This design comes from an exercise in tuning for a short achievable clock period on the open sky130 flow, not from production work. The RTL was checked by simulation tests, not by an equivalence proof against the original design. No activity file was given, so power comes from the tool's default toggle rates.

==> run.sh <==
#!/bin/bash
# synth_recipe.tcl (not shown) runs the flow's synth.tcl, then flattens the netlist and writes it again
# the make line also repeats each setting of config.mk as NAME=value (left out here)
make -C /OpenROAD-flow-scripts/flow DESIGN_CONFIG=/design/flow/config.mk WORK_HOME=/design/flow/orfs CLKGATE_MAP_FILE= SYNTH_SCRIPT=/design/flow/synth_recipe.tcl finish
==> design.v <==
`default_nettype none
package aipPkg;
  typedef enum logic [4:0] {
    MemIn0Data  = 5'd0,
    MemIn0Ptr   = 5'd1,
    MemIn1Data  = 5'd2,
    MemIn1Ptr   = 5'd3,
    MemOutData  = 5'd4,
    MemOutPtr   = 5'd5,
    ConfRegData = 5'd6,
    ConfRegPtr  = 5'd7,
    Status      = 5'd30,
    Id          = 5'd31
  } aipConfigE;
  typedef enum logic [1:0] {
    SelMemOut = 2'd0,
    SelZero   = 2'd1,
    SelStatus = 2'd2,
    SelId     = 2'd3
  } readSelE;
endpackage
`default_nettype wire
`default_nettype none
package memPkg;
  typedef logic [32-1:0] wordT;
  typedef logic [16-1:0] ptrT;
  localparam int StatBusyBit  = 0;
  localparam int StatDoneBit  = 8;
  localparam int StatIntEnBit = 16;
endpackage
`default_nettype wire
`default_nettype none
module aipInv (input logic a, output logic y);
  assign y = ~a;
endmodule
module aipNand2 (input logic a, input logic b, output logic y);
  assign y = ~(a & b);
endmodule
module aipNand3 (input logic a, input logic b, input logic c, output logic y);
  assign y = ~(a & b & c);
endmodule
module aipNand4 (input logic a, input logic b, input logic c, input logic d,
                 output logic y);
  assign y = ~(a & b & c & d);
endmodule
module aipNor2 (input logic a, input logic b, output logic y);
  assign y = ~(a | b);
endmodule
module aipAoi22 (input logic a1, input logic a2, input logic b1, input logic b2,
                 output logic y);
  assign y = ~((a1 & a2) | (b1 & b2));
endmodule
module aipDec32 (
  input  logic [4:0]  a,
  output logic [31:0] sel
);
  logic [4:0] an;
  logic [3:0] pn;
  logic [7:0] qn;
  for (genvar b = 0; b < 5; b++) begin : gInv
    aipInv uInv (.a(a[b]), .y(an[b]));
  end
  for (genvar k = 0; k < 4; k++) begin : gP
    aipNand2 uP (
      .a((k % 2) ? a[0] : an[0]),
      .b(((k / 2) % 2) ? a[1] : an[1]),
      .y(pn[k])
    );
  end
  for (genvar m = 0; m < 8; m++) begin : gQ
    aipNand3 uQ (
      .a((m % 2) ? a[2] : an[2]),
      .b(((m / 2) % 2) ? a[3] : an[3]),
      .c(((m / 4) % 2) ? a[4] : an[4]),
      .y(qn[m])
    );
  end
  for (genvar i = 0; i < 32; i++) begin : gSel
    aipNor2 uSel (.a(pn[i % 4]), .b(qn[i / 4]), .y(sel[i]));
  end
endmodule
module aipOr32 (
  input  logic [31:0] sel,
  input  logic [31:0] d,
  output logic        y
);
  logic [15:0] t;
  logic [3:0]  u;
  logic [1:0]  v;
  for (genvar i = 0; i < 16; i++) begin : gT
    aipAoi22 uT (.a1(sel[2*i]), .a2(d[2*i]), .b1(sel[2*i+1]), .b2(d[2*i+1]), .y(t[i]));
  end
  for (genvar i = 0; i < 4; i++) begin : gU
    aipNand4 uU (.a(t[4*i]), .b(t[4*i+1]), .c(t[4*i+2]), .d(t[4*i+3]), .y(u[i]));
  end
  for (genvar i = 0; i < 2; i++) begin : gV
    aipNor2 uV (.a(u[2*i]), .b(u[2*i+1]), .y(v[i]));
  end
  aipNand2 uY (.a(v[0]), .b(v[1]), .y(y));
endmodule
`default_nettype wire
`default_nettype none
module aipTop (
  input  logic                      clk,
  input  logic                      rst,
  input  logic                      en_i,
  input  logic [32-1:0] dataInAIP_i,
  output logic [32-1:0] dataOutAIP_o,
  input  logic [4:0]                configAIP_i,
  input  logic                      readAIP_i,
  input  logic                      writeAIP_i,
  input  logic                      startAIP_i,
  output logic                      intAIP_o,
  input  logic [16-1:0]  rdAddrMemIn0_i,
  input  logic [16-1:0]  rdAddrMemIn1_i,
  output logic [32-1:0] rdDataMemIn0_o,
  output logic [32-1:0] rdDataMemIn1_o,
  input  logic                      wrEnMemOut_i,
  input  logic [16-1:0]  wrAddrMemOut_i,
  input  logic [32-1:0] wrDataMemOut_i,
  output logic [32-1:0] rdDataConfigReg_o,
  input  logic                      statusBusy_i,
  input  logic                      coreDone_i,
  output logic                      startIPcore_o
);
  localparam int InWords  = 2**5;
  localparam int OutWords = 2**6;
  typedef logic [32-1:0] wordT;
  function automatic wordT rdOut(input logic [OutWords*32-1:0] m,
                                 input logic [6-1:0] a);
    wordT r;
    r = '0;
    for (int i = 0; i < OutWords; i++) begin
      r = r | (m[i*32 +: 32] & {32{a == i}});
    end
    rdOut = r;
  endfunction
  assign startIPcore_o = startAIP_i;    
  logic wrMemIn0, wrMemIn1, wrConf, setPtr0, setPtr1, setPtrOut, setConfPtr;
  logic rdMemOut, setStatus;
  assign wrMemIn0   = writeAIP_i && (configAIP_i == 5'd0);
  assign setPtr0    = writeAIP_i && (configAIP_i == 5'd1);
  assign wrMemIn1   = writeAIP_i && (configAIP_i == 5'd2);
  assign setPtr1    = writeAIP_i && (configAIP_i == 5'd3);
  assign rdMemOut   = readAIP_i  && (configAIP_i == 5'd4);
  assign setPtrOut  = writeAIP_i && (configAIP_i == 5'd5);
  assign wrConf     = writeAIP_i && (configAIP_i == 5'd6);
  assign setConfPtr = writeAIP_i && (configAIP_i == 5'd7);
  assign setStatus  = writeAIP_i && (configAIP_i == 5'd30);
  logic [5-1:0]  memIn0Ptr;
  logic [5-1:0]  memIn1Ptr;
  logic [6-1:0] memOutPtr;
  logic                             confPtr;
  always_ff @(posedge clk or negedge rst) begin
    if (!rst) begin
      memIn0Ptr <= '0;
      memIn1Ptr <= '0;
      memOutPtr <= '0;
      confPtr   <= 1'b0;
    end else if (en_i) begin
      if (setPtr0) begin
        memIn0Ptr <= dataInAIP_i[5-1:0];
      end else if (wrMemIn0) begin
        memIn0Ptr <= memIn0Ptr + 1'b1;
      end
      if (setPtr1) begin
        memIn1Ptr <= dataInAIP_i[5-1:0];
      end else if (wrMemIn1) begin
        memIn1Ptr <= memIn1Ptr + 1'b1;
      end
      if (setPtrOut) begin
        memOutPtr <= dataInAIP_i[6-1:0];
      end else if (rdMemOut) begin
        memOutPtr <= memOutPtr + 1'b1;
      end
      if (setConfPtr) begin
        confPtr <= dataInAIP_i[0];
      end else if (wrConf) begin
        confPtr <= 1'b0;
      end
    end
  end
  logic [InWords*32-1:0]  memIn0;
  logic [InWords*32-1:0]  memIn1;
  logic [OutWords*32-1:0] memOut;
  for (genvar i = 0; i < InWords; i++) begin : gIn
    always_ff @(posedge clk) begin
      if (wrMemIn0 && memIn0Ptr == i) begin
        memIn0[i*32 +: 32] <= dataInAIP_i;
      end
      if (wrMemIn1 && memIn1Ptr == i) begin
        memIn1[i*32 +: 32] <= dataInAIP_i;
      end
    end
  end
  for (genvar i = 0; i < OutWords; i++) begin : gOut
    always_ff @(posedge clk) begin
      if (wrEnMemOut_i && wrAddrMemOut_i[6-1:0] == i) begin
        memOut[i*32 +: 32] <= wrDataMemOut_i;
      end
    end
  end
  logic [InWords-1:0] selIn0;
  logic [InWords-1:0] selIn1;
  aipDec32 uDec0 (.a(rdAddrMemIn0_i[5-1:0]), .sel(selIn0));
  aipDec32 uDec1 (.a(rdAddrMemIn1_i[5-1:0]), .sel(selIn1));
  for (genvar b = 0; b < 32; b++) begin : gRd
    logic [InWords-1:0] col0;
    logic [InWords-1:0] col1;
    for (genvar i = 0; i < InWords; i++) begin : gCol
      assign col0[i] = memIn0[i*32 + b];
      assign col1[i] = memIn1[i*32 + b];
    end
    aipOr32 uRd0 (.sel(selIn0), .d(col0), .y(rdDataMemIn0_o[b]));
    aipOr32 uRd1 (.sel(selIn1), .d(col1), .y(rdDataMemIn1_o[b]));
  end
  logic [6-1:0] ptrNext;
  logic [6-1:0] wrAddrOut;
  wordT memRd;
  wordT rdNext;
  wordT rdReg;
  logic rdOk;
  assign wrAddrOut = wrAddrMemOut_i[6-1:0];
  assign memRd     = rdOk ? rdReg : memOut[32-1:0];
  always_comb begin
    if (en_i && setPtrOut) begin
      ptrNext = dataInAIP_i[6-1:0];
    end else if (en_i && rdMemOut) begin
      ptrNext = memOutPtr + 1'b1;
    end else begin
      ptrNext = memOutPtr;
    end
  end
  assign rdNext = (wrEnMemOut_i && wrAddrOut == ptrNext) ? wrDataMemOut_i
                                                           : rdOut(memOut, ptrNext);
  always_ff @(posedge clk) begin
    rdReg <= rdNext;
  end
  always_ff @(posedge clk or negedge rst) begin
    if (!rst) begin
      rdOk <= 1'b0;
    end else begin
      rdOk <= 1'b1;
    end
  end
  always_ff @(posedge clk or negedge rst) begin
    if (!rst) begin
      rdDataConfigReg_o <= '0;
    end else if (wrConf && !confPtr) begin
      rdDataConfigReg_o <= dataInAIP_i;
    end
  end
  logic doneQ;
  logic donePend;
  logic intEn;
  always_ff @(posedge clk or negedge rst) begin
    if (!rst) begin
      doneQ    <= 1'b0;
      donePend <= 1'b0;
      intEn    <= 1'b0;
    end else begin
      doneQ <= coreDone_i;
      if (coreDone_i && !doneQ) begin
        donePend <= 1'b1;    
      end else if (setStatus && dataInAIP_i[memPkg::StatDoneBit]) begin
        donePend <= 1'b0;
      end
      if (setStatus) begin
        intEn <= dataInAIP_i[memPkg::StatIntEnBit];
      end
    end
  end
  assign intAIP_o = donePend && intEn;
  logic cfgMemOut;
  logic cfgStatus;
  logic cfgIdN;
  logic selRdReg;
  logic selMem0;
  wordT statusWord;
  assign cfgMemOut = (configAIP_i == 5'd4);
  assign cfgStatus = (configAIP_i == 5'd30);
  assign cfgIdN    = !(configAIP_i == 5'd31);
  assign selRdReg  = cfgMemOut && rdOk;
  assign selMem0   = cfgMemOut && !rdOk;
  always_comb begin
    statusWord = '0;
    statusWord[memPkg::StatBusyBit]  = statusBusy_i;
    statusWord[memPkg::StatDoneBit]  = donePend;
    statusWord[memPkg::StatIntEnBit] = intEn;
  end
  for (genvar b = 0; b < 32; b++) begin : gOutBit
    logic memN;
    aipAoi22 uMem (.a1(selRdReg), .a2(rdReg[b]), .b1(selMem0), .b2(memOut[b]), .y(memN));
    if (b == memPkg::StatBusyBit || b == memPkg::StatDoneBit || b == memPkg::StatIntEnBit) begin : gSt
      logic stN;
      aipNand2 uSt (.a(cfgStatus), .b(statusWord[b]), .y(stN));
      aipNand2 uOut (.a(memN), .b(stN), .y(dataOutAIP_o[b]));
    end else if (((32'h1000500A >> b) & 1) == 1) begin : gId
      aipNand2 uOut (.a(memN), .b(cfgIdN), .y(dataOutAIP_o[b]));
    end else begin : gPlain
      aipInv uOut (.a(memN), .y(dataOutAIP_o[b]));
    end
  end
endmodule
`default_nettype wire
==> config.mk <==
export PLATFORM = sky130hd
export DESIGN_NAME = aipTop
export DESIGN_NICKNAME = aipTop
export VERILOG_FILES = /design/flow/design.v
export SDC_FILE = /design/flow/constraint.sdc
export NUM_CORES = 4
export LEC_CHECK = 0
export CAP_MARGIN = 20
export CORE_MARGIN = 2
export CORE_UTILIZATION = 40
export SETUP_SLACK_MARGIN = 2.5
export SLEW_MARGIN = 20
export SYNTH_HIERARCHICAL = 1
export SYNTH_MINIMUM_KEEP_SIZE = 0
==> constraint.sdc <==
create_clock -name core_clock -period 5.1 [get_ports {clk}]
set_input_delay 1.0200 -clock core_clock [delete_from_list [all_inputs] [get_ports {clk}]]
set_output_delay 1.0200 -clock core_clock [all_outputs]
set_load 0.01 [all_outputs]
==> results of run 1 <==
area by class of cell:
| class | count | area, µm² |
|---|---|---|
| Timing Repair Buffer | 2164 | 24400 |
| Sequential cell | 4181 | 125000 |
| Antenna cell | 25 | 62.6 |
| Multi-Input combinational cell | 3955 | 36600 |
| Clock buffer | 534 | 11400 |
| Inverter | 59 | 282 |
| Fill cell | 30900 | 187000 |
| Clock inverter | 255 | 2400 |
| Tap cell | 5220 | 6530 |
worst min-delay path by stage:
| stage | start | to | slack (ns) | cells past startpoint |
|---|---|---|---|---|
| finish | rst | rdDataConfigReg_o[7]$_DFFE_PN0P_ | 0.15 | 2 |
| global route | rst | rdDataConfigReg_o[9]$_DFFE_PN0P_ | 0.19 | 2 |
| CTS | rst | rdDataConfigReg_o[15]$_DFFE_PN0P_ | 0.10 | 2 |
| detailed placement | doneQ$_DFF_PN0_ | donePend$_DFFE_PN0P_ | 0.43 | 1 |
| floorplan | doneQ$_DFF_PN0_ | donePend$_DFFE_PN0P_ | 0.40 | 1 |
| global placement | doneQ$_DFF_PN0_ | donePend$_DFFE_PN0P_ | 0.42 | 1 |
per-module statistics from Yosys, one instance, submodules excluded, a selection:
module,cell area (µm²),cells inside
aipAoi22,12.5,1
aipNand2,3.75,1
aipNor2,3.75,1
aipInv,3.75,1
aipNand4,6.26,1
aipNand3,5.00,1
aipTop,142000,6852
worst max-delay path, stage by stage:
cell	delay (ns)
buf_6	0.09
buf_6	0.12
or3b_4	0.46
buf_12	0.15
buf_12	0.13
nor3_4	0.18
buf_6	0.14
o221ai_4	0.12
inv_2	0.16
buf_12	0.15
a2111oi_4	0.06
buf_12	0.19
buf_6	0.17
a22o_1	0.21
a222oi_1	0.78
nand3_1	0.36
nor4_4	0.51
a31oi_1	0.15
registers in the layout, summed over array words and instances (netlist names):
signal             count
memIn0              1024
rdDataConfigReg_o     32
rdReg                 32
memIn1Ptr              5
confPtr                1
memOut              2048
memIn0Ptr              5
intEn                  1
rdOk                   1
donePend               1
memIn1              1024
memOutPtr              6
doneQ                  1
power breakdown:
group	leakage, nW	internal, mW	switching, mW	total, mW
combinational	22.3	3.35	5.52	8.88
clock	6.77	17.7	13.4	31.1
sequential	37.8	38.1	0.205	38.3
logic make-up after synthesis:
kind of cell / Yosys count / share of synthesized area [%]
buf+inv: 360 / 0.945
mux: 101 / 0.680
xor+xnor: 5 / 0.0277
compound gates: 2139 / 13.7
simple gates: 1689 / 5.53
fa+ha+maj: 13 / 0.103
other cells: 1 / 0.00237
flops: 4181 / 79.0
per-stage QoR:
stage               area [µm²]  TNS, ns  instances  worst slack [ns]  utilization (%)
global placement        182000   -18.91      15000            -0.907             46.3
floorplan               159000        0       8489             0.857                -
detailed placement      182000   -14.88      15000            -0.898             46.3
CTS                     199000        0      16000             0.758             50.7
finish                  207000        0      16400             0.798             52.5
global route            207000        0      16400             0.904             52.5
timing repair:
action,in CTS,in global routing
gates cloned,32,31
pin swaps,232,472
resized for setup,620,981
endpoints found under the setup margin,3226,3438
setup buffers,165,343
layer usage:
metal / vias to the layer above / track usage [%] / part of all wire, %
li1: 40600 / - / -
met1: 53500 / 38.9 / 36
met2: 8164 / 45.8 / 44
met3: 1945 / 7.53 / 13
met4: 14 / 17.4 / 7.4
met5: - / 0.785 / 0.083
Yosys cell counts, types with 25 or more instances:
cell	n
nor2_1	400
edfxtp_1	4096
nor3_1	66
dfxtp_1	32
o2bb2ai_1	27
a32oi_1	35
o22ai_1	34
and3_1	121
buf_2	74
buf_1	35
nand3_1	194
mux2_2	52
clkbuf_1	183
a22o_1	74
a22oi_1	535
and4_1	25
or4_1	29
inv_1	55
nor4_1	31
o21ai_0	34
a22oi_2	1056
mux2i_1	49
nand4_1	454
a221oi_1	36
a222oi_1	33
a2111oi_0	52
dfrtp_1	53
nand2_1	288
a21oi_1	45
==> out/results.ini, run 1 <==
[status]
outcome=finished clean

[timing]
tightest_slew_ns=1.27
rsz0062_at_grt=yes
clock.fmax_mhz=232
whs_ns=0.147
finalHoldViolCount=0
fin_skew_ns=0.0551
finalCritPeriodShare_pct=84.3
period_minus_slack_ns=4.30
setup_viol_count_final=0
slew_viol_final=0
relSlewSlack_pct=15.6

[yosys]
synth-main-ff-cell=edfxtp_1
ys_types=93
synth_enable_flop_cells=4096
syn_inst=8489
synth_top_area_share_pct=77.8
synthTopCellsByArea=edfxtp_1, a22oi_2, a22oi_1, nand4_1, nor2_1
async_flop_share_pct=1.27
syn_nets=8628
synth_area_per_cell_um2=18.6
synth_warnings=7
yosys.area.top_type=edfxtp_1
ys_seq_elements=4181
ys_seq_area_share_pct=79.0
netlist_area_mm2=0.158

[worst_setup_path]
regToRegEndpoint=rdReg[10]$_DFF_P_
worstPathRequired_ns=6.00
crit_arrival_ns=5.20
endpoint_kind=flip-flop
r2r_cells=16
r2r-start=memOutPtr[1]$_DFFE_PN0P_
ff2ff_setup_slack_ns=0.86
startpoint=configAIP_i[3]
startpoint_type=input pin
crit_type=in2reg
critPathMaxFanout=8
setup.worst_path.end=rdReg[10]$_DFF_P_

[finish]
syn2layout_area_growth_pct=30.6
drive_gt1_share_pct=41.4
final_common_cell=edfxtp_1
nNetsFinal=10900
final_cell_mix=edfxtp_1, buf_4, a22oi_2

[routing]
routed-via-count=104000
viasPerCell=6.36
ant_nets=0
drc=0
postRouteWirelength_um=629000
routedWlPerCell_um=38.4
drtPass1Iterations=6
drt_iter0_markers=17200

[die]
fp.dieH_um=633
pin_count=256
core-area_mm2=0.393
initial_core_util_pct=40.2
rows=230
die-area_mm2=0.401
die_width_um=633

[hold_path]
hold_path.class=in2async

[global_route]
grt_pass1_wl_um=825000
antenna_found_initial=46
grt.total_usage_pct=30.0
grt_max_degree=66
grt_overflow=0
grt_pass1_vias=97500

[clock_network]
ctsHoldBuffers=0
insertion_delay_ns=1.03
root_buffer=clkbuf_16
clk_path_buf_depth=4
cts_tree=built
path_clk_slew_ns=0.06
cts-buffers-inserted=425
cts_max_level=5
clkSinkCount=4181

[flow_run]
cap_violations=0

[power_and_ir_drop]
finalPower_mw=78.2
p_per_area_mw_per_mm2=379
ir_worst_vdd_mv=0.343
p_leak_nw=66.8

[placed_design]
io_buffers=221
globalplace.congestion=0.983
hpwl_um=382000

==> inputs of run 2 (changes only) <==
--- a/design.v
+++ b/design.v
@@ -102,2 +102,51 @@
 `default_nettype none
+module aipNor3 (input logic a, input logic b, input logic c, output logic y);
+  assign y = ~(a | b | c);
+endmodule
+module aipAnd3 (input logic a, input logic b, input logic c, output logic y);
+  assign y = a & b & c;
+endmodule
+module aipDec64 (
+  input  logic [5:0]  a,
+  output logic [63:0] sel
+);
+  logic [5:0] an;
+  logic [2:0][3:0] pn;
+  for (genvar b = 0; b < 6; b++) begin : gInv
+    aipInv uInv (.a(a[b]), .y(an[b]));
+  end
+  for (genvar g = 0; g < 3; g++) begin : gGrp
+    for (genvar k = 0; k < 4; k++) begin : gP
+      aipNand2 uP (
+        .a((k % 2) ? a[2*g] : an[2*g]),
+        .b(((k / 2) % 2) ? a[2*g+1] : an[2*g+1]),
+        .y(pn[g][k])
+      );
+    end
+  end
+  for (genvar i = 0; i < 64; i++) begin : gSel
+    aipNor3 uSel (.a(pn[0][i % 4]), .b(pn[1][(i / 4) % 4]), .c(pn[2][i / 16]), .y(sel[i]));
+  end
+endmodule
+module aipOr64 (
+  input  logic [63:0] sel,
+  input  logic [63:0] d,
+  output logic        y
+);
+  logic [31:0] t;
+  logic [7:0]  u;
+  logic [3:0]  v;
+  for (genvar i = 0; i < 32; i++) begin : gT
+    aipAoi22 uT (.a1(sel[2*i]), .a2(d[2*i]), .b1(sel[2*i+1]), .b2(d[2*i+1]), .y(t[i]));
+  end
+  for (genvar i = 0; i < 8; i++) begin : gU
+    aipNand4 uU (.a(t[4*i]), .b(t[4*i+1]), .c(t[4*i+2]), .d(t[4*i+3]), .y(u[i]));
+  end
+  for (genvar i = 0; i < 4; i++) begin : gV
+    aipNor2 uV (.a(u[2*i]), .b(u[2*i+1]), .y(v[i]));
+  end
+  aipNand4 uY (.a(v[0]), .b(v[1]), .c(v[2]), .d(v[3]), .y(y));
+endmodule
+`default_nettype wire
+`default_nettype none
 module aipTop (
@@ -128,11 +177,2 @@
   typedef logic [32-1:0] wordT;
-  function automatic wordT rdOut(input logic [OutWords*32-1:0] m,
-                                 input logic [6-1:0] a);
-    wordT r;
-    r = '0;
-    for (int i = 0; i < OutWords; i++) begin
-      r = r | (m[i*32 +: 32] & {32{a == i}});
-    end
-    rdOut = r;
-  endfunction
   assign startIPcore_o = startAIP_i;    
@@ -218,3 +258,5 @@
   logic [6-1:0] wrAddrOut;
+  logic [OutWords-1:0] selNext;
   wordT memRd;
+  wordT memNext;
   wordT rdNext;
@@ -233,4 +275,11 @@
   end
-  assign rdNext = (wrEnMemOut_i && wrAddrOut == ptrNext) ? wrDataMemOut_i
-                                                           : rdOut(memOut, ptrNext);
+  aipDec64 uDecNext (.a(ptrNext), .sel(selNext));
+  for (genvar b = 0; b < 32; b++) begin : gRdOut
+    logic [OutWords-1:0] col;
+    for (genvar i = 0; i < OutWords; i++) begin : gCol
+      assign col[i] = memOut[i*32 + b];
+    end
+    aipOr64 uRd (.sel(selNext), .d(col), .y(memNext[b]));
+  end
+  assign rdNext = (wrEnMemOut_i && wrAddrOut == ptrNext) ? wrDataMemOut_i : memNext;
   always_ff @(posedge clk) begin
@@ -279,7 +328,11 @@
   wordT statusWord;
-  assign cfgMemOut = (configAIP_i == 5'd4);
-  assign cfgStatus = (configAIP_i == 5'd30);
-  assign cfgIdN    = !(configAIP_i == 5'd31);
-  assign selRdReg  = cfgMemOut && rdOk;
-  assign selMem0   = cfgMemOut && !rdOk;
+  logic cfgLowZero;
+  logic cfgHigh;
+  aipNor3 uCfgLow (.a(configAIP_i[4]), .b(configAIP_i[3]), .c(configAIP_i[1]), .y(cfgLowZero));
+  assign cfgMemOut = cfgLowZero && configAIP_i[2] && !configAIP_i[0];
+  aipAnd3 uSelRd (.a(cfgLowZero), .b(configAIP_i[2] && !configAIP_i[0]), .c(rdOk), .y(selRdReg));
+  aipAnd3 uSelM0 (.a(cfgLowZero), .b(configAIP_i[2] && !configAIP_i[0]), .c(!rdOk), .y(selMem0));
+  assign cfgHigh   = &configAIP_i[4:1];
+  assign cfgStatus = cfgHigh && !configAIP_i[0];
+  assign cfgIdN    = !(cfgHigh && configAIP_i[0]);
   always_comb begin
==> out/results.ini, run 2 <==
[timing]
setup_viol_count_final=0  ; unchanged
finalHoldViolCount=0  ; unchanged
rsz0062_at_grt=yes  ; unchanged
relSlewSlack_pct=20.4  ; was 15.6%
fin_skew_ns=0.0495  ; was 0.0551 ns
clock.fmax_mhz=244  ; was 232 MHz
tightest_slew_ns=1.19  ; was 1.27 ns
slew_viol_final=0  ; unchanged
finalCritPeriodShare_pct=80.4  ; was 84.3%
period_minus_slack_ns=4.10  ; was 4.30 ns

[global_route]
grt_max_degree=69  ; was 66
antenna_found_initial=34  ; was 46
grt_pass1_wl_um=665000  ; was 825000 µm
grt.total_usage_pct=22.8  ; was 30.0%
grt_pass1_vias=88000  ; was 97500
grt_overflow=0  ; unchanged

[yosys]
yosys.area.top_type=edfxtp_1  ; unchanged
synth-main-ff-cell=edfxtp_1  ; unchanged
ys_seq_elements=4181  ; unchanged
netlist_top_cells_count=edfxtp_1, a22oi_2, nand4_1  ; was edfxtp_1, a22oi_2, a22oi_1
async_flop_share_pct=1.27  ; unchanged
ys_seq_area_share_pct=78.3  ; was 79.0%
synthMostInstantiatedCell=edfxtp_1  ; unchanged
ys_types=55  ; was 93
synth_area_per_cell_um2=20.5  ; was 18.6 µm²
syn_inst=7788  ; was 8489
netlist_area_mm2=0.160  ; was 0.158 mm²
syn_nets=7927  ; was 8628
synth_warnings=7  ; unchanged
synth_top_area_share_pct=77.1  ; was 77.8%
synthTopCellsByArea=edfxtp_1, a22oi_2, nand4_1, nor2_1, dfrtp_1  ; was edfxtp_1, a22oi_2, a22oi_1, nand4_1, nor2_1
synth_enable_flop_cells=4096  ; unchanged

[worst_setup_path]
worstPathRequired_ns=4.08  ; was 6.00 ns
slowest_stage=nor2_4  ; was a222oi_1
r2r-start=memOutPtr[1]$_DFFE_PN0P_  ; unchanged
crit_chain=buf_6 -> buf_8 -> buf_12 -> buf_8 -> nand3_4 -> buf_6 -> buf_12 -> nor2_4 -> buf_12 -> buf_16 -> a22oi_2 -> nand4_1 -> nor2_4 -> buf_6 -> nand2_4 -> buf_6  ; was buf_6 -> buf_6 -> or3b_4 -> buf_12 -> buf_12 -> nor3_4 -> buf_6 -> o221ai_4 -> inv_2 -> buf_12 -> a2111oi_4 -> buf_12 -> buf_6 -> a22o_1 -> a222oi_1 -> nand3_1 -> nor4_4 -> a31oi_1
regToRegEndpoint=rdReg[23]$_DFF_P_  ; was rdReg[10]$_DFF_P_
startpoint_type=input pin  ; unchanged
ff2ff_setup_slack_ns=1.26  ; was 0.86 ns
r2r_cells=17  ; was 16
crit_arrival_ns=3.08  ; was 5.20 ns
critPathMaxFanout=7  ; was 8
path_common_cell=buf_6
critPathMaxStageDelay_ns=0.26  ; was 0.78 ns
startpoint=rdAddrMemIn0_i[2]  ; was configAIP_i[3]
endpoint_kind=output port  ; was flip-flop
crit_type=in2out  ; was in2reg

[finish]
fin_util_pct=51.4  ; was 52.5%
fillerInstances=31200  ; was 30900
reg_top3=memOut x2048, memIn0 x1024, memIn1 x1024  ; unchanged
drive_gt1_share_pct=49.2  ; was 41.4%
multi_input_area_mm2=0.0378  ; was 0.0366 mm²
nNetsFinal=10100  ; was 10900
final_cells=15600  ; was 16400
largest_reg_flops=2048  ; unchanged
final_common_cell=edfxtp_1  ; unchanged
syn2layout_area_growth_pct=27.7  ; was 30.6%
final_cell_mix=edfxtp_1, a22oi_2, buf_4  ; was edfxtp_1, buf_4, a22oi_2
final_area_mm2=0.204  ; was 0.207 mm²
largest_register=memOut  ; unchanged
seqCellArea_mm2=0.125  ; unchanged

[flow_run]
cap_violations=0  ; unchanged

[clock_network]
cts_tree=built  ; unchanged
clk_path_buf_depth=4  ; unchanged
cts_max_level=5  ; unchanged
path_clk_slew_ns=0.06  ; about the same
cts-buffers-inserted=419  ; was 425
root_buffer=clkbuf_16  ; unchanged
clkSinkCount=4181  ; unchanged
insertion_delay_ns=0.98  ; was 1.03 ns

[routing]
drt_iter0_markers=10000  ; was 17200
ant_nets=0  ; unchanged
routed-via-count=90700  ; was 104000
drc=0  ; unchanged
routedWlPerCell_um=30.8  ; was 38.4 µm
viasPerCell=5.80  ; was 6.36
drtPass1Iterations=7  ; was 6
postRouteWirelength_um=481000  ; was 629000 µm

[die]
die_width_um=636  ; was 633 µm
pin_count=256  ; unchanged
fp.dieH_um=636  ; was 633 µm
initial_core_util_pct=40.2  ; about the same
core-area_mm2=0.397  ; was 0.393 mm²
rows=231  ; was 230
die-area_mm2=0.404  ; was 0.401 mm²

[placed_design]
placedCellCount=14200  ; was 15000
io_buffers=221  ; unchanged
globalplace.congestion=0.851  ; was 0.983
place_area_mm2=0.180  ; was 0.182 mm²
hpwl_um=280000  ; was 382000 µm

[power_and_ir_drop]
p_per_area_mw_per_mm2=373  ; was 379 mW/mm²
ir_worst_vdd_mv=0.291  ; was 0.343 mV
p_leak_nw=63.6  ; was 66.8 nW

[status]
outcome=finished clean  ; unchanged

[hold_path]
hold_path.class=in2async  ; unchanged

-- run 2: critical path: cells and delay by family --
kind / cells / cell delay [ns]
AND/OR/NAND/NOR: 5 / 0.65
AO/OA/AOI/OAI: 1 / 0.13
buffers and inverters: 10 / 1.24
-- run 2: how the worst max path moves through the flow --
stage,end,slack [ns],cells past startpoint
detailed placement,rdDataMemIn0_o[25],-0.33,11
global placement,rdDataMemIn0_o[13],-0.30,11
global route,rdDataMemIn0_o[0],0.99,17
CTS,rdReg[30]$_DFF_P_,1.0,20
floorplan,rdReg[0]$_DFF_P_,-0.006,11
finish,rdDataMemIn0_o[25],1.0,16
-- run 2: area by class of cell --
| type | count | share of cell area [%] |
|---|---|---|
| flip-flops and latches | 4181 | 61.3 |
| clock inverters | 244 | 1.06 |
| clock buffers | 527 | 5.51 |
| repair buffers | 1814 | 10.2 |
| multi-input cells | 3533 | 18.5 |
| inverters | 57 | 0.134 |
| diodes | 25 | 0.0307 |
| well taps | 5242 | 3.22 |
-- run 2: logic make-up (layout without fill, tap and decap cells) --
| group | Yosys count | count (layout) | share of synthesized area, % |
|---|---|---|---|
| flip-flops | 4181 | 4181 | 78.3 |
| AO/OA/AOI/OAI | 2137 | 2137 | 16.6 |
| AND/OR/NAND/NOR | 1303 | 1315 | 4.31 |
| buffers and inverters | 86 | 2642 | 0.222 |
| multiplexers | 65 | 65 | 0.459 |
| adder cells (fa/ha/maj) | 13 | 13 | 0.102 |
| XOR/XNOR | 2 | 2 | 0.0110 |
| other | 1 | 26 | 0.00235 |
-- run 2: modules after synthesis, one instance, submodules excluded, excerpt --
module	flip-flops and latches	copies in the design
aipNor2	0	320
aipNand2	0	95
aipInv	0	40
aipAnd3	0	2
aipNor3	0	65
aipTop	4181	1
aipAoi22	0	2080
aipNand3	0	16
aipNand4	0	544
-- run 2: stage by stage --
stage | worst slack (ns) | total power, mW | TNS (ns) | hold slack [ns]
floorplan | -0.00567 | 41.1 | -0.159 | 0.400
detailed placement | -0.325 | 45.4 | -12.01 | 0.433
global route | 0.992 | 78.0 | 0 | 0.229
finish | 0.998 | 76.0 | 0 | 0.206
CTS | 0.996 | 75.6 | 0 | 0.154
global placement | -0.298 | 45.3 | -9.33 | 0.414
-- run 2: routing by layer --
metal  vias to the layer above  track usage (%)  share of wire (%)
li1                      38100                -                  -
met1                     47800             31.2                 40
met2                      4005             37.7                 49
met3                       755             3.31                7.7
met4                        14             7.00                3.5
met5                         -                0              0.017
-- run 2: timing repair --
| item | 4_1_cts | 5_1_grt |
|---|---|---|
| gates resized for setup | 574 | 911 |
| setup endpoints to repair | 4006 | 4210 |
| pin swaps | 279 | 531 |
| hold buffers | 0 | 0 |
| gates cloned | 29 | 22 |
| buffers inserted | 284 | 290 |
-- run 2: power breakdown --
group	leakage, nW	switching, mW	internal [mW]
registers	37.8	0.245	38.1
logic	19.2	4.44	2.97
clock network	6.57	13.0	17.3
==> inputs of run 3 (changes only) <==
--- a/config.mk
+++ b/config.mk
@@ -9,3 +9,4 @@
 export CORE_MARGIN = 2
-export CORE_UTILIZATION = 40
+export CORE_UTILIZATION = 50
+export PLACE_DENSITY = 0.62
 export SETUP_SLACK_MARGIN = 2.5
==> out/results.ini, run 3 <==
[worst_setup_path]
crit_chain=buf_6 -> buf_6 -> clkinvlp_4 -> nand2_8 -> buf_6 -> buf_6 -> nor2_4 -> buf_12 -> buf_4 -> a22oi_2 -> nand4_1 -> nor2_2 -> nand2_2 -> buf_6  ; was buf_6 -> buf_8 -> buf_12 -> buf_8 -> nand3_4 -> buf_6 -> buf_12 -> nor2_4 -> buf_12 -> buf_16 -> a22oi_2 -> nand4_1 -> nor2_4 -> buf_6 -> nand2_4 -> buf_6
startpoint_type=input pin  ; unchanged
cp_top_family=buffers and inverters  ; unchanged
crit_arrival_ns=3.16  ; was 3.08 ns
worstPathRequired_ns=4.08  ; about the same
cp_num_cells=14  ; was 16
startpoint=rdAddrMemIn0_i[1]  ; was rdAddrMemIn0_i[2]
crit_buf_inv=8  ; was 10
slowest_stage=nand4_1  ; was nor2_4
endpoint_kind=output port  ; unchanged
critPathMaxFanout=11  ; was 7
r2r-start=memOutPtr[0]$_DFFE_PN0P_  ; was memOutPtr[1]$_DFFE_PN0P_
path_common_cell=buf_6  ; unchanged
crit_type=in2out  ; unchanged
critPathMaxStageDelay_ns=0.37  ; was 0.26 ns
r2r_cells=19  ; was 17

[status]
outcome=finished clean  ; unchanged

[finish]
largest_reg_flops=2048  ; unchanged
reg_top3=memOut x2048, memIn0 x1024, memIn1 x1024  ; unchanged
nNetsFinal=10300  ; was 10100
fillerInstances=21100  ; was 31200
final_area_mm2=0.204  ; about the same
drive_gt1_share_pct=49.9  ; was 49.2%
final_cells=14700  ; was 15600
multi_input_area_mm2=0.0378  ; about the same
largest_register=memOut  ; unchanged
final_cell_mix=edfxtp_1, a22oi_2, buf_4  ; unchanged
syn2layout_area_growth_pct=27.9  ; was 27.7%
final_common_cell=edfxtp_1  ; unchanged
seqCellArea_mm2=0.125  ; about the same

[die]
initial_core_util_pct=50.2  ; was 40.2%
pin_count=256  ; unchanged
rows=207  ; was 231
die_width_um=569  ; was 636 µm
fp.dieH_um=569  ; was 636 µm
die-area_mm2=0.324  ; was 0.404 mm²
core-area_mm2=0.318  ; was 0.397 mm²

[clock_network]
root_buffer=clkbuf_16  ; unchanged
cts_max_level=5  ; unchanged
clkSinkCount=4181  ; unchanged
cts_tree=built  ; unchanged
clk_path_buf_depth=4  ; unchanged
cts-buffers-inserted=424  ; was 419
path_clk_slew_ns=0.06  ; about the same
insertion_delay_ns=0.98  ; about the same

[yosys]
synth_top_area_share_pct=77.1  ; unchanged
syn_inst=7788  ; unchanged
synth_warnings=7  ; unchanged
ys_types=55  ; unchanged
netlist_area_mm2=0.160  ; unchanged
yosys.area.top_type=edfxtp_1  ; unchanged
ys_seq_elements=4181  ; unchanged
synthTopCellsByArea=edfxtp_1, a22oi_2, nand4_1, nor2_1, dfrtp_1  ; unchanged
ys_seq_area_share_pct=78.3  ; unchanged
async_flop_share_pct=1.27  ; unchanged
syn_nets=7927  ; unchanged
synth-main-ff-cell=edfxtp_1  ; unchanged
netlist_top_cells_count=edfxtp_1, a22oi_2, nand4_1  ; unchanged
synth_area_per_cell_um2=20.5  ; unchanged
synth_enable_flop_cells=4096  ; unchanged
synthMostInstantiatedCell=edfxtp_1  ; unchanged

[global_route]
grt.total_usage_pct=28.5  ; was 22.8%
grt_pass1_wl_um=658000  ; was 665000 µm
grt_overflow=0  ; unchanged
grt_max_degree=69  ; unchanged
grt_pass1_vias=89000  ; was 88000
antenna_found_initial=24  ; was 34

[placed_design]
io_buffers=221  ; unchanged
hpwl_um=279000  ; was 280000 µm
globalplace.congestion=0.833  ; was 0.851
place_area_mm2=0.179  ; was 0.180 mm²
placedCellCount=13200  ; was 14200

[routing]
routedWlPerCell_um=32.7  ; was 30.8 µm
routed-via-count=91400  ; was 90700
drt_iter0_markers=10200  ; was 10000
drtPass1Iterations=8  ; was 7
postRouteWirelength_um=480000  ; was 481000 µm
viasPerCell=6.22  ; was 5.80
drc=0  ; unchanged
ant_nets=0  ; unchanged

[timing]
slew_viol_final=0  ; unchanged
finalHoldViolCount=0  ; unchanged
clock.fmax_mhz=239  ; was 244 MHz
rsz0062_at_grt=yes  ; unchanged
tightest_slew_ns=1.13  ; was 1.19 ns
fin_skew_ns=0.0388  ; was 0.0495 ns
period_minus_slack_ns=4.18  ; was 4.10 ns
relSlewSlack_pct=24.9  ; was 20.4%
setup_viol_count_final=0  ; unchanged
finalCritPeriodShare_pct=82.0  ; was 80.4%

[power_and_ir_drop]
ir_worst_vdd_mv=0.350  ; was 0.291 mV
p_leak_nw=64.6  ; was 63.6 nW
p_per_area_mw_per_mm2=376  ; was 373 mW/mm²

[flow_run]
cap_violations=0  ; unchanged

[hold_path]
hold_path.class=in2async  ; unchanged

-- run 3: cell types whose count changed in the layout (fill, tap and decap cells not counted), moves of 20 or more --
cell,previous run,this run
buf_6,320,382
buf_4,864,921
buf_12,377,350
buf_2,74,97
nor2_2,70,93
clkbuf_2,42,21
nand2_4,45,25
-- run 3: kinds of logic (layout without fill, tap and decap cells) --
family | Yosys count | in the layout | share of synthesized area (%)
xor gates and xnor gates | 2 | 2 | 0.0110
other | 1 | 9 | 0.00235
buffers and inverters | 86 | 2775 | 0.222
DFF | 4181 | 4181 | 78.3
and+or+nand+nor | 1303 | 1331 | 4.31
muxes | 65 | 65 | 0.459
adders and majority gates | 13 | 13 | 0.102
AOI/OAI and AO/OA | 2137 | 2137 | 16.6
-- run 3: repair_timing --
| action | in CTS | in global routing |
|---|---|---|
| cloned | 46 | 41 |
| resized for setup | 653 | 826 |
| endpoints found under the setup margin | 3994 | 4144 |
| pin swaps | 313 | 659 |
| setup buffers | 324 | 338 |
| hold buffers | 0 | 0 |
-- run 3: per-module statistics from Yosys, one instance, submodules excluded, excerpt --
module    cells inside  cell area (µm²)  flip-flops and latches
aipNand2             1             3.75                       0
aipTop            4626           128000                    4181
aipNand3             1             5.00                       0
aipAnd3              1             6.26                       0
aipNor2              1             3.75                       0
aipAoi22             1             12.5                       0
aipInv               1             3.75                       0
aipNor3              1             10.0                       0
aipNand4             1             6.26                       0
-- run 3: final cells by class --
cell class,count,share of cell area (%)
multi-input cells,3549,18.5
clock buffers,542,5.56
diodes,8,0.00981
flip-flops and latches,4181,61.3
repair buffers,1932,10.7
well taps,4180,2.56
clock inverters,244,1.25
inverters,57,0.126
-- run 3: through the flow --
stage / total power, mW / hold slack [ns] / setup slack, ns / util [%] / setup TNS [ns]
2_1_floorplan: 41.1 / 0.400 / -0.00567 / - / -0.159
3_3_place_gp: 45.0 / 0.414 / -0.457 / 56.1 / -18.23
3_5_place_dp: 45.2 / 0.432 / -0.316 / 56.3 / -15.49
4_1_cts: 76.2 / 0.157 / 1.03 / 62.3 / 0
5_1_grt: 78.6 / 0.173 / 0.887 / 64.2 / 0
6_report: 76.7 / 0.136 / 0.918 / 64.2 / 0
-- run 3: layer usage --
| layer | track usage [%] | wire length (µm) | vias to the layer above |
|---|---|---|---|
| li1 | - | - | 38400 |
| met1 | 38.5 | 186000 | 47900 |
| met2 | 46.4 | 232000 | 4289 |
| met3 | 4.09 | 37800 | 798 |
| met4 | 12.2 | 23700 | 4 |
| met5 | 0 | 122 | - |
-- run 3: worst paths after layout --
check                                                          to  slack, ns
worst max-delay path                            rdDataMemIn0_o[8]       0.92
worst min-delay path            rdDataConfigReg_o[14]$_DFFE_PN0P_       0.14
worst max register to register                  rdReg[30]$_DFF_P_       1.45
worst min register to register               donePend$_DFFE_PN0P_       0.43
max in group asynchronous                memOutPtr[3]$_DFFE_PN0P_       4.20
min in group core_clock                      donePend$_DFFE_PN0P_       0.43
-- run 3: power breakdown --
group / internal (mW) / switching, mW
combinational: 3.05 / 4.27
sequential: 38.1 / 0.188
clock: 18.1 / 13.0
total: 59.2 / 17.5
==> inputs of run 4 (changes only) <==
--- a/config.mk
+++ b/config.mk
@@ -9,4 +9,3 @@
 export CORE_MARGIN = 2
-export CORE_UTILIZATION = 50
-export PLACE_DENSITY = 0.62
+export CORE_UTILIZATION = 40
 export SETUP_SLACK_MARGIN = 2.5
@@ -15 +14,2 @@
 export SYNTH_MINIMUM_KEEP_SIZE = 0
+export TNS_END_PERCENT = 5
==> out/results.ini, run 4 <==
[yosys]
synthMostInstantiatedCell=edfxtp_1  ; unchanged
yosys.area.top_type=edfxtp_1  ; unchanged
synth_warnings=7  ; unchanged
synthTopCellsByArea=edfxtp_1, a22oi_2, nand4_1, nor2_1, dfrtp_1  ; unchanged
ys_seq_area_share_pct=78.3  ; unchanged
synth_area_per_cell_um2=20.5  ; unchanged
ys_seq_elements=4181  ; unchanged
netlist_area_mm2=0.160  ; unchanged
synth_enable_flop_cells=4096  ; unchanged
synth-main-ff-cell=edfxtp_1  ; unchanged
netlist_top_cells_count=edfxtp_1, a22oi_2, nand4_1  ; unchanged
async_flop_share_pct=1.27  ; unchanged
ys_types=55  ; unchanged
syn_nets=7927  ; unchanged
synth_top_area_share_pct=77.1  ; unchanged
syn_inst=7788  ; unchanged

[global_route]
grt_overflow=0  ; unchanged
grt_pass1_wl_um=665000  ; was 658000 µm
grt.total_usage_pct=22.8  ; was 28.5%
grt_pass1_vias=88000  ; was 89000
antenna_found_initial=34  ; was 24
grt_max_degree=69  ; unchanged

[clock_network]
clk_path_buf_depth=4  ; unchanged
cts_max_level=5  ; unchanged
root_buffer=clkbuf_16  ; unchanged
cts_tree=built  ; unchanged
path_clk_slew_ns=0.06  ; about the same
clkSinkCount=4181  ; unchanged
insertion_delay_ns=0.98  ; about the same
cts-buffers-inserted=419  ; was 424

[worst_setup_path]
crit_arrival_ns=3.06  ; was 3.16 ns
crit_type=in2out  ; unchanged
startpoint_type=input pin  ; unchanged
slowest_stage=nand4_1  ; unchanged
crit_chain=buf_6 -> buf_8 -> buf_12 -> nand3_4 -> nor2_4 -> bufbuf_16 -> buf_12 -> a22oi_2 -> nand4_1 -> nor2_1 -> buf_4 -> nand2_4 -> buf_6  ; was buf_6 -> buf_6 -> clkinvlp_4 -> nand2_8 -> buf_6 -> buf_6 -> nor2_4 -> buf_12 -> buf_4 -> a22oi_2 -> nand4_1 -> nor2_2 -> nand2_2 -> buf_6
critPathMaxStageDelay_ns=0.30  ; was 0.37 ns
worstPathRequired_ns=4.08  ; about the same
critPathMaxFanout=5  ; was 11
endpoint_kind=output port  ; unchanged

[finish]
drive_gt1_share_pct=48.5  ; was 49.9%
fillerInstances=31300  ; was 21100
syn2layout_area_growth_pct=27.0  ; was 27.9%
nNetsFinal=10100  ; was 10300
largest_register=memOut  ; unchanged
final_cell_mix=edfxtp_1, a22oi_2, buf_4  ; unchanged
final_common_cell=edfxtp_1  ; unchanged
multi_input_area_mm2=0.0376  ; was 0.0378 mm²
reg_top3=memOut x2048, memIn0 x1024, memIn1 x1024  ; unchanged
seqCellArea_mm2=0.125  ; about the same
largest_reg_flops=2048  ; unchanged

[routing]
postRouteWirelength_um=479000  ; was 480000 µm
routed-via-count=90300  ; was 91400
routedWlPerCell_um=30.8  ; was 32.7 µm
drc=0  ; unchanged
drt_iter0_markers=10200  ; about the same
viasPerCell=5.80  ; was 6.22
drtPass1Iterations=5  ; was 8
ant_nets=0  ; unchanged

[placed_design]
globalplace.congestion=0.851  ; was 0.833
place_ws_ns=-0.325  ; was -0.316 ns
hpwl_um=280000  ; was 279000 µm
io_buffers=221  ; unchanged

[die]
die-area_mm2=0.404  ; was 0.324 mm²
fp.dieH_um=636  ; was 569 µm
initial_core_util_pct=40.2  ; was 50.2%
die_width_um=636  ; was 569 µm
rows=231  ; was 207
pin_count=256  ; unchanged
core-area_mm2=0.397  ; was 0.318 mm²

[timing]
relSlewSlack_pct=20.4  ; was 24.9%
period_minus_slack_ns=4.08  ; was 4.18 ns
tightest_slew_ns=1.19  ; was 1.13 ns
setup_ws_ns=1.02  ; was 0.918 ns
finalHoldViolCount=0  ; unchanged
rsz0062_at_grt=yes  ; unchanged
clock.fmax_mhz=245  ; was 239 MHz
finalCritPeriodShare_pct=80.0  ; was 82.0%
slew_viol_final=0  ; unchanged
fin_skew_ns=0.0475  ; was 0.0388 ns
setup_viol_count_final=0  ; unchanged

[power_and_ir_drop]
p_per_area_mw_per_mm2=375  ; was 376 mW/mm²
p_leak_nw=62.9  ; was 64.6 nW
ir_worst_vdd_mv=0.277  ; was 0.350 mV
finalPower_mw=76.0  ; was 76.7 mW

[hold_path]
hold_path.class=in2async  ; unchanged

[status]
outcome=finished clean  ; unchanged

[flow_run]
cap_violations=0  ; unchanged

==> run 4: cell counts after synthesis <==
No cell type changed its count.
==> run 4: what timing repair did <==
item | 4_1_cts | 5_1_grt
cloned | 29 | 21
resized for setup | 574 | 655
setup endpoints to repair | 4006 | 4210
setup buffers | 284 | 238
pin swaps | 279 | 511
hold buffers | 0 | 0
==> run 4: layout make-up <==
cell class	instances	area share [%]
Multi-Input combinational cell	3532	18.6
Clock buffer	527	5.54
Tap cell	5242	3.24
Timing Repair Buffer	1762	9.76
Clock inverter	244	1.07
Sequential cell	4181	61.7
Antenna cell	22	0.0272
Inverter	57	0.133
==> run 4: worst paths after layout <==
kind	start	end	slack [ns]	depth (start not counted)
setup / recovery	rdAddrMemIn0_i[2]	rdDataMemIn0_o[5]	1.02	13
hold / removal	rst	rdDataConfigReg_o[8]$_DFFE_PN0P_	0.21	2
setup reg to reg	memOutPtr[1]$_DFFE_PN0P_	rdReg[23]$_DFF_P_	1.34	17
hold reg to reg	doneQ$_DFF_PN0_	donePend$_DFFE_PN0P_	0.43	1
max in group asynchronous	rst	memOutPtr[1]$_DFFE_PN0P_	4.30	2
min in group core_clock	doneQ$_DFF_PN0_	donePend$_DFFE_PN0P_	0.43	1
==> run 4: power by group <==
part | internal [mW] | switching [mW] | total (mW)
combinational | 2.99 | 4.42 | 7.41
sequential | 38.1 | 0.244 | 38.3
clock | 17.3 | 13.0 | 30.3
==> run 4: kinds of logic after synthesis <==
| family | Yosys count | synth area share (%) |
|---|---|---|
| compound gates | 2137 | 16.6 |
| xor+xnor | 2 | 0.0110 |
| fa+ha+maj | 13 | 0.102 |
| buf+inv | 86 | 0.222 |
| flops | 4181 | 78.3 |
| mux | 65 | 0.459 |
| other cells | 1 | 0.00235 |
| simple gates | 1303 | 4.31 |
==> run 4: per-stage QoR <==
stage	setup TNS (ns)	cell area, µm²	std cells	util, %	hold slack [ns]
after floorplan	-0.159	160000	7788	-	0.400
final	0	203000	15600	51.1	0.209
after global routing	0	203000	15600	51.1	0.224
after global placement	-9.33	180000	14200	45.4	0.414
after CTS	0	198000	15300	50.0	0.154
after detailed placement	-12.01	180000	14200	45.4	0.433
==> run 4: per-layer routing <==
metal | vias up | GRT usage, % | wire (µm)
met5 | - | 0 | 55
met4 | 10 | 7.00 | 16100
met3 | 716 | 3.31 | 35700
met2 | 3861 | 37.7 | 233000
met1 | 47800 | 31.2 | 194000
li1 | 38000 | - | -
==> run 4: modules after synthesis (local to each module, per instance), a selection <==
module	flops+latches	cell area, µm²
aipInv	0	3.75
aipTop	4181	128000
aipNand4	0	6.26
aipAoi22	0	12.5
aipNor2	0	3.75
aipNor3	0	10.0
==> run 4: critical path, delay by kind of cell <==
family | cells | cell delay, ns
AOI/OAI and AO/OA | 1 | 0.18
and+or+nand+nor | 5 | 0.78
buffers and inverters | 7 | 1.07
==> inputs of run 5 (changes only) <==
--- a/design.v
+++ b/design.v
@@ -242,15 +242,19 @@
   end
-  logic [InWords-1:0] selIn0;
-  logic [InWords-1:0] selIn1;
-  aipDec32 uDec0 (.a(rdAddrMemIn0_i[5-1:0]), .sel(selIn0));
-  aipDec32 uDec1 (.a(rdAddrMemIn1_i[5-1:0]), .sel(selIn1));
-  for (genvar b = 0; b < 32; b++) begin : gRd
-    logic [InWords-1:0] col0;
-    logic [InWords-1:0] col1;
-    for (genvar i = 0; i < InWords; i++) begin : gCol
-      assign col0[i] = memIn0[i*32 + b];
-      assign col1[i] = memIn1[i*32 + b];
+  localparam int RdGroup  = 8;
+  localparam int RdGroups = 32 / RdGroup;
+  for (genvar g = 0; g < RdGroups; g++) begin : gRdGrp
+    logic [InWords-1:0] selIn0;
+    logic [InWords-1:0] selIn1;
+    aipDec32 uDec0 (.a(rdAddrMemIn0_i[5-1:0]), .sel(selIn0));
+    aipDec32 uDec1 (.a(rdAddrMemIn1_i[5-1:0]), .sel(selIn1));
+    for (genvar b = g*RdGroup; b < (g+1)*RdGroup; b++) begin : gRd
+      logic [InWords-1:0] col0;
+      logic [InWords-1:0] col1;
+      for (genvar i = 0; i < InWords; i++) begin : gCol
+        assign col0[i] = memIn0[i*32 + b];
+        assign col1[i] = memIn1[i*32 + b];
+      end
+      aipOr32 uRd0 (.sel(selIn0), .d(col0), .y(rdDataMemIn0_o[b]));
+      aipOr32 uRd1 (.sel(selIn1), .d(col1), .y(rdDataMemIn1_o[b]));
     end
-    aipOr32 uRd0 (.sel(selIn0), .d(col0), .y(rdDataMemIn0_o[b]));
-    aipOr32 uRd1 (.sel(selIn1), .d(col1), .y(rdDataMemIn1_o[b]));
   end
--- a/config.mk
+++ b/config.mk
@@ -14,2 +14 @@
 export SYNTH_MINIMUM_KEEP_SIZE = 0
-export TNS_END_PERCENT = 5
==> out/results.ini, run 5 <==
[hold_path]
hold_path.class=in2reg  ; was in2async
min_from=dataInAIP_i[15]

[timing]
whs_ns=0.267  ; was 0.209 ns
tightest_slew_ns=1.19  ; about the same
period_minus_slack_ns=4.06  ; was 4.08 ns
finalCritPeriodShare_pct=79.6  ; was 80.0%
finalHoldViolCount=0  ; unchanged
setup_ws_ns=1.04  ; was 1.02 ns
relSlewSlack_pct=20.8  ; was 20.4%
clock.fmax_mhz=246  ; was 245 MHz
rsz0062_at_grt=yes  ; unchanged
slew_viol_final=0  ; unchanged
setup_viol_count_final=0  ; unchanged
fin_skew_ns=0.0682  ; was 0.0475 ns

[clock_network]
cts_max_level=5  ; unchanged
clk_path_buf_depth=4  ; unchanged
clkSinkCount=4181  ; unchanged
insertion_delay_ns=1.00  ; was 0.98 ns
cts_tree=built  ; unchanged
cts-buffers-inserted=423  ; was 419
path_clk_slew_ns=0.06  ; about the same
root_buffer=clkbuf_16  ; unchanged

[finish]
largest_reg_flops=2048  ; unchanged
final_common_cell=edfxtp_1  ; unchanged
final_cell_mix=edfxtp_1, a22oi_2, buf_4  ; unchanged
syn2layout_area_growth_pct=27.0  ; about the same
largest_register=memOut  ; unchanged
nNetsFinal=10400  ; was 10100
reg_top3=memOut x2048, memIn0 x1024, memIn1 x1024  ; unchanged
final_cells=15800  ; was 15600
fin_util_pct=51.1  ; about the same
drive_gt1_share_pct=49.2  ; was 48.5%

[yosys]
netlist_area_mm2=0.161  ; was 0.160 mm²
synth_enable_flop_cells=4096  ; unchanged
synth_top_area_share_pct=76.5  ; was 77.1%
ys_seq_elements=4181  ; unchanged
async_flop_share_pct=1.27  ; unchanged
ys_types=55  ; unchanged
netlist_top_cells_count=edfxtp_1, a22oi_2, nor2_1  ; was edfxtp_1, a22oi_2, nand4_1
synth_area_per_cell_um2=19.9  ; was 20.5 µm²
synth_warnings=7  ; unchanged
synthTopCellsByArea=edfxtp_1, a22oi_2, nand4_1, nor2_1, dfrtp_1  ; unchanged
yosys.area.top_type=edfxtp_1  ; unchanged
synthMostInstantiatedCell=edfxtp_1  ; unchanged
synth-main-ff-cell=edfxtp_1  ; unchanged
ys_seq_area_share_pct=77.8  ; was 78.3%
syn_nets=8221  ; was 7927
syn_inst=8082  ; was 7788

[power_and_ir_drop]
pwr-share-comb_pct=9.6  ; was 9.8%
pwr-share-clk_pct=39.6  ; was 39.8%
switching_share_pct=23.4  ; was 23.2%
p_per_area_mw_per_mm2=370  ; was 375 mW/mm²
ir_worst_vdd_mv=0.322  ; was 0.277 mV
p_seq_share_pct=50.7  ; was 50.4%
switchingPower_mw=17.7  ; was 17.6 mW
p_int_mw=57.9  ; was 58.3 mW
p_leak_nw=63.4  ; was 62.9 nW

[worst_setup_path]
crit_arrival_ns=3.04  ; was 3.06 ns
startpoint=rdAddrMemIn0_i[2]  ; unchanged
worstPathRequired_ns=4.08  ; about the same
crit_type=in2out  ; unchanged
r2r-start=memOutPtr[0]$_DFFE_PN0P_  ; was memOutPtr[1]$_DFFE_PN0P_
startpoint_type=input pin  ; unchanged
endpoint_kind=output port  ; unchanged
ff2ff_setup_slack_ns=1.23  ; was 1.34 ns
critPathMaxFanout=5  ; unchanged

[routing]
ant_nets=0  ; unchanged
drc=0  ; unchanged
viasPerCell=5.74  ; was 5.80
drt_iter0_markers=9620  ; was 10200
drtPass1Iterations=5  ; unchanged
routedWlPerCell_um=29.9  ; was 30.8 µm
postRouteWirelength_um=474000  ; was 479000 µm
routed-via-count=91000  ; was 90300

[global_route]
grt_overflow=0  ; unchanged
grt_max_degree=69  ; unchanged
grt.total_usage_pct=22.3  ; was 22.8%
grt_pass1_wl_um=654000  ; was 665000 µm
antenna_found_initial=31  ; was 34
grt_pass1_vias=90200  ; was 88000

[die]
fp.dieH_um=638  ; was 636 µm
rows=232  ; was 231
die_width_um=638  ; was 636 µm
core-area_mm2=0.400  ; was 0.397 mm²
initial_core_util_pct=40.2  ; about the same
pin_count=256  ; unchanged
die-area_mm2=0.407  ; was 0.404 mm²

[status]
outcome=finished clean  ; unchanged

[placed_design]
globalplace.congestion=0.852  ; was 0.851
placedCellCount=14400  ; was 14200
io_buffers=221  ; unchanged
place_ws_ns=-0.563  ; was -0.325 ns
hpwl_um=280000  ; about the same

[flow_run]
cap_violations=0  ; unchanged

run 5: final cells by class:
| cell class | count | area [µm²] |
|---|---|---|
| fill | 31400 | 196000 |
| sequential | 4181 | 125000 |
| multi-input combinational | 3785 | 40100 |
| timing repair buffer | 1744 | 18700 |
| clock buffer | 538 | 11300 |
| tap | 5265 | 6590 |
| clock inverter | 237 | 2040 |
| inverter | 87 | 433 |
| antenna | 12 | 30.0 |
run 5: worst max-delay path: stages:
cell	delay, ns
buf_12	0.08
buf_12	0.14
buf_12	0.13
clkinvlp_4	0.19
nand3_4	0.22
nor2_4	0.05
buf_6	0.13
a22oi_2	0.21
nand4_1	0.25
nor2_2	0.27
nand2_2	0.17
buf_6	0.17
run 5: path summary, 6_finish.rpt:
| kind | to | cells after the start |
|---|---|---|
| setup reg to reg | rdReg[18]$_DFF_P_ | 16 |
| hold / removal | memIn1[559]$_DFFE_PP_ | 1 |
| min in group asynchronous | rdDataConfigReg_o[21]$_DFFE_PN0P_ | 2 |
| hold reg to reg | donePend$_DFFE_PN0P_ | 1 |
| setup / recovery | rdDataMemIn0_o[12] | 12 |
| max in group asynchronous | rdDataConfigReg_o[23]$_DFFE_PN0P_ | 3 |
run 5: layer usage:
| metal | vias up | routed length (µm) | GRT usage [%] |
|---|---|---|---|
| met3 | 852 | 34600 | 3.30 |
| met5 | - | 60 | 0 |
| met4 | 8 | 19900 | 8.14 |
| li1 | 38900 | - | - |
| met1 | 47600 | 187000 | 29.2 |
| met2 | 3690 | 233000 | 37.7 |
run 5: per-module statistics from Yosys (local to each module, per instance), excerpt:
module | flip-flops and latches | area [µm²] | cells inside | copies in the design
aipAnd3 | 0 | 6.26 | 1 | 2
aipAoi22 | 0 | 12.5 | 1 | 2080
aipInv | 0 | 3.75 | 1 | 70
aipNand2 | 0 | 3.75 | 1 | 119
aipNand3 | 0 | 5.00 | 1 | 64
aipNand4 | 0 | 6.26 | 1 | 544
aipNor2 | 0 | 3.75 | 1 | 512
aipNor3 | 0 | 10.0 | 1 | 65
aipTop | 4181 | 128000 | 4626 | 1
run 5: cells by family after synthesis:
logic type,count (synthesis),share of synthesized area (%)
compound gates,2137,16.4
xor+xnor,2,0.0109
fa+ha+maj,13,0.101
buf+inv,116,0.290
flops,4181,77.8
mux,65,0.455
other cells,1,0.00233
simple gates,1567,4.94
run 5: through the flow:
step,power [mW],TNS (ns),instance area [µm²]
3_5_place_dp,45.0,-6.73,179000
3_3_place_gp,44.9,-9.86,179000
6_report,75.6,0,204000
2_1_floorplan,41.1,-0.159,161000
4_1_cts,75.0,0,197000
5_1_grt,77.6,0,204000
run 5: repair_timing:
| item | 4_1_cts | 5_1_grt |
|---|---|---|
| setup endpoints to repair | 4113 | 4164 |
| hold buffers | 1 | 0 |
| gates cloned | 13 | 19 |
| pin swaps | 195 | 632 |
| resized for setup | 766 | 959 |
| buffers inserted | 210 | 462 |
| endpoints found under the hold margin | 23 | 0 |
run 5: power groups by stage:
stage,registers (mW),clock network [mW],logic [mW]
final,38.3,30.0,7.30
after global routing,38.3,31.7,7.52
after CTS,38.3,30.4,6.32
after detailed placement,39.0,0,5.99
after global placement,39.0,0,5.90
after floorplan,38.9,0,2.19
==> inputs of run 6 (changes only) <==
--- a/config.mk
+++ b/config.mk
@@ -10,2 +10,3 @@
 export CORE_UTILIZATION = 40
+export PLACE_DENSITY = 0.75
 export SETUP_SLACK_MARGIN = 2.5
==> out/results.ini, run 6 <==
[worst_setup_path]
regToRegEndpoint=rdReg[7]$_DFF_P_  ; was rdReg[18]$_DFF_P_
critPathMaxFanout=8  ; was 5
r2r_cells=16  ; unchanged
ff2ff_setup_slack_ns=1.34  ; was 1.23 ns
worstPathRequired_ns=4.08  ; about the same
startpoint_type=input pin  ; unchanged
r2r-start=memOutPtr[2]$_DFFE_PN0P_  ; was memOutPtr[0]$_DFFE_PN0P_
crit_arrival_ns=3.02  ; was 3.04 ns
endpoint_kind=output port  ; unchanged
crit_type=in2out  ; unchanged

[timing]
rsz0062_at_grt=yes  ; unchanged
setup_viol_count_final=0  ; unchanged
period_minus_slack_ns=4.04  ; was 4.06 ns
tightest_slew_ns=1.12  ; was 1.19 ns
slew_viol_final=0  ; unchanged
relSlewSlack_pct=25.3  ; was 20.8%
fin_skew_ns=0.0538  ; was 0.0682 ns
finalCritPeriodShare_pct=79.1  ; was 79.6%
clock.fmax_mhz=248  ; was 246 MHz
finalHoldViolCount=0  ; unchanged

[hold_path]
hold_path.class=in2reg  ; unchanged
min_from=dataInAIP_i[14]  ; was dataInAIP_i[15]
hold_path_depth=2  ; was 1
hold_path_end=rdDataConfigReg_o[14]$_DFFE_PN0P_  ; was memIn1[559]$_DFFE_PP_

[finish]
syn2layout_area_growth_pct=27.6  ; was 27.0%
largest_register=memOut  ; unchanged
reg_top3=memOut x2048, memIn0 x1024, memIn1 x1024  ; unchanged
drive_gt1_share_pct=49.8  ; was 49.2%
final_cell_mix=edfxtp_1, a22oi_2, buf_4  ; unchanged
fin_util_pct=51.3  ; was 51.1%
final_common_cell=edfxtp_1  ; unchanged
nNetsFinal=10300  ; was 10400
final_cells=15800  ; about the same
largest_reg_flops=2048  ; unchanged

[yosys]
synth_top_area_share_pct=76.5  ; unchanged
ys_seq_elements=4181  ; unchanged
synth-main-ff-cell=edfxtp_1  ; unchanged
synth_enable_flop_cells=4096  ; unchanged
yosys.area.top_type=edfxtp_1  ; unchanged
netlist_area_mm2=0.161  ; unchanged
synth_area_per_cell_um2=19.9  ; unchanged
ys_seq_area_share_pct=77.8  ; unchanged
ys_types=55  ; unchanged
synthMostInstantiatedCell=edfxtp_1  ; unchanged
syn_inst=8082  ; unchanged
synth_warnings=7  ; unchanged
netlist_top_cells_count=edfxtp_1, a22oi_2, nor2_1  ; unchanged
synthTopCellsByArea=edfxtp_1, a22oi_2, nand4_1, nor2_1, dfrtp_1  ; unchanged
syn_nets=8221  ; unchanged
async_flop_share_pct=1.27  ; unchanged

[power_and_ir_drop]
p_leak_nw=63.4  ; about the same
pwr-share-clk_pct=39.5  ; was 39.6%
switchingPower_mw=17.8  ; was 17.7 mW
p_seq_share_pct=50.5  ; was 50.7%
ir_worst_vdd_mv=0.311  ; was 0.322 mV
p_per_area_mw_per_mm2=370  ; about the same
pwr-share-comb_pct=10.0  ; was 9.6%
p_int_mw=58.0  ; was 57.9 mW
switching_share_pct=23.5  ; was 23.4%

[global_route]
grt_pass1_wl_um=640000  ; was 654000 µm
grt_pass1_vias=91100  ; was 90200
grt.total_usage_pct=21.3  ; was 22.3%
grt_overflow=0  ; unchanged
grt_max_degree=69  ; unchanged
antenna_found_initial=21  ; was 31

[status]
outcome=finished clean  ; unchanged

[clock_network]
cts-buffers-inserted=402  ; was 423
path_clk_slew_ns=0.05  ; was 0.06 ns
cts_tree=built  ; unchanged
clk_path_buf_depth=4  ; unchanged
insertion_delay_ns=0.99  ; was 1.00 ns
cts_max_level=5  ; unchanged
root_buffer=clkbuf_16  ; unchanged
clkSinkCount=4181  ; unchanged

[routing]
postRouteWirelength_um=478000  ; was 474000 µm
routed-via-count=95300  ; was 91000
ant_nets=0  ; unchanged
drt_iter0_markers=13100  ; was 9620
viasPerCell=6.03  ; was 5.74
drc=0  ; unchanged
routedWlPerCell_um=30.2  ; was 29.9 µm
drtPass1Iterations=6  ; was 5

[flow_run]
cap_violations=0  ; unchanged

[die]
die_width_um=638  ; unchanged
die-area_mm2=0.407  ; unchanged
initial_core_util_pct=40.2  ; unchanged
fp.dieH_um=638  ; unchanged
rows=232  ; unchanged
pin_count=256  ; unchanged
core-area_mm2=0.400  ; unchanged

[placed_design]
io_buffers=221  ; unchanged
placedCellCount=14300  ; was 14400
hpwl_um=270000  ; was 280000 µm
globalplace.congestion=0.892  ; was 0.852

[run 6: cell count changes in the layout (fill, tap and decap cells not counted), moves of 10 or more]
cell,before,now
nand2_1,85,60
buf_2,86,76
nor2_2,128,90
bufinv_16,28,41
clkinv_1,94,69
nor2_1,179,168
buf_4,945,890
clkbuf_16,449,430
nand2_2,43,55
inv_1,51,41
buf_12,309,384
nor2_4,342,391
[run 6: power groups by stage]
| stage | clock network [mW] | registers (mW) | logic (mW) |
|---|---|---|---|
| 3_3_place_gp | 0 | 39.0 | 5.92 |
| 5_1_grt | 31.4 | 38.3 | 7.75 |
| 3_5_place_dp | 0 | 39.0 | 6.04 |
| 2_1_floorplan | 0 | 38.9 | 2.19 |
| 6_report | 30.0 | 38.3 | 7.59 |
| 4_1_cts | 29.9 | 38.2 | 6.35 |
[run 6: through the flow]
| step | TNS, ns | total power [mW] | area [µm²] | setup slack, ns | hold slack [ns] |
|---|---|---|---|---|---|
| after detailed placement | -4.98 | 45.0 | 179000 | -0.235 | 0.437 |
| after global placement | -2.68 | 44.9 | 179000 | -0.169 | 0.414 |
| after CTS | 0 | 74.5 | 197000 | 0.556 | 0.286 |
| final | 0 | 75.8 | 205000 | 1.06 | 0.334 |
| after global routing | 0 | 77.4 | 205000 | 1.05 | 0.333 |
| after floorplan | -0.159 | 41.1 | 161000 | -0.00567 | 0.400 |
[run 6: worst max path at each step]
stage,startpoint,endpoint,cells after the start
5_1_grt,rdAddrMemIn1_i[0],rdDataMemIn1_o[12],15
4_1_cts,rdAddrMemIn0_i[4],rdDataMemIn0_o[1],12
3_3_place_gp,rdAddrMemIn1_i[1],rdDataMemIn1_o[16],11
3_5_place_dp,rdAddrMemIn1_i[1],rdDataMemIn1_o[19],11
2_1_floorplan,configAIP_i[1],rdReg[0]$_DFF_P_,11
6_report,rdAddrMemIn1_i[4],rdDataMemIn1_o[12],13
[run 6: final cells by class]
class                           instances  area [µm²]
Antenna cell                           18        45.0
Inverter                               87         449
Clock inverter                        231        2390
Fill cell                           29300      195000
Multi-Input combinational cell       3785       40600
Timing Repair Buffer                 1736       19400
Clock buffer                          508       10700
Tap cell                             5265        6590
Sequential cell                      4181      125000
[run 6: kinds of logic (layout without fill, tap and decap cells)]
logic type | Yosys count | after routing | share of synthesized area (%)
and+or+nand+nor | 1567 | 1567 | 4.94
DFF | 4181 | 4181 | 77.8
muxes | 65 | 65 | 0.455
AOI/OAI and AO/OA | 2137 | 2137 | 16.4
adders and majority gates | 13 | 13 | 0.101
other | 1 | 19 | 0.00233
xor gates and xnor gates | 2 | 2 | 0.0109
buffers and inverters | 116 | 2562 | 0.290
[run 6: timing repair]
action	CTS	global route
buffers inserted	201	520
gates cloned	4	25
setup endpoints to repair	4134	4209
gates resized for setup	843	1087
pin swaps	219	842
hold endpoints to repair	15	0
hold buffers	1	0
[run 6: worst max-delay path, cell delays in order]
cell and delay [ns]:
buf_6 0.08, buf_12 0.13, buf_12 0.13, inv_1 0.15, nand3_4 0.21, nor2_4 0.06
buf_12 0.14, buf_4 0.13, a22oi_2 0.16, nand4_1 0.25, nor2_4 0.27, nand2_4 0.11
buf_6 0.14
[run 6: modules after synthesis (local to each module, per instance), excerpt]
module    cells  flip-flops and latches  area [µm²]
aipAoi22      1                       0        12.5
aipNor3       1                       0        10.0
aipTop     4626                    4181      128000
aipNand3      1                       0        5.00
aipNand2      1                       0        3.75
aipNor2       1                       0        3.75
aipAnd3       1                       0        6.26
aipNand4      1                       0        6.26
aipInv        1                       0        3.75
[run 6: routing by layer]
layer | vias up | share of wire (%) | track usage (%) | wire (µm)
li1 | 38800 | - | - | -
met1 | 48800 | 35 | 27.8 | 169000
met2 | 6522 | 48 | 34.7 | 229000
met3 | 1150 | 12 | 4.45 | 55000
met4 | 10 | 5.1 | 8.95 | 24400
met5 | - | 0.013 | 0 | 61

Check on run 6: ideal ports give 1.063 ns setup slack; a clkbuf_16 on the clock port and buf_2 on the inputs give 1.016 ns; moving port delays by the midpoint clock arrival (1.055 ns) as well gives 0.322 ns.
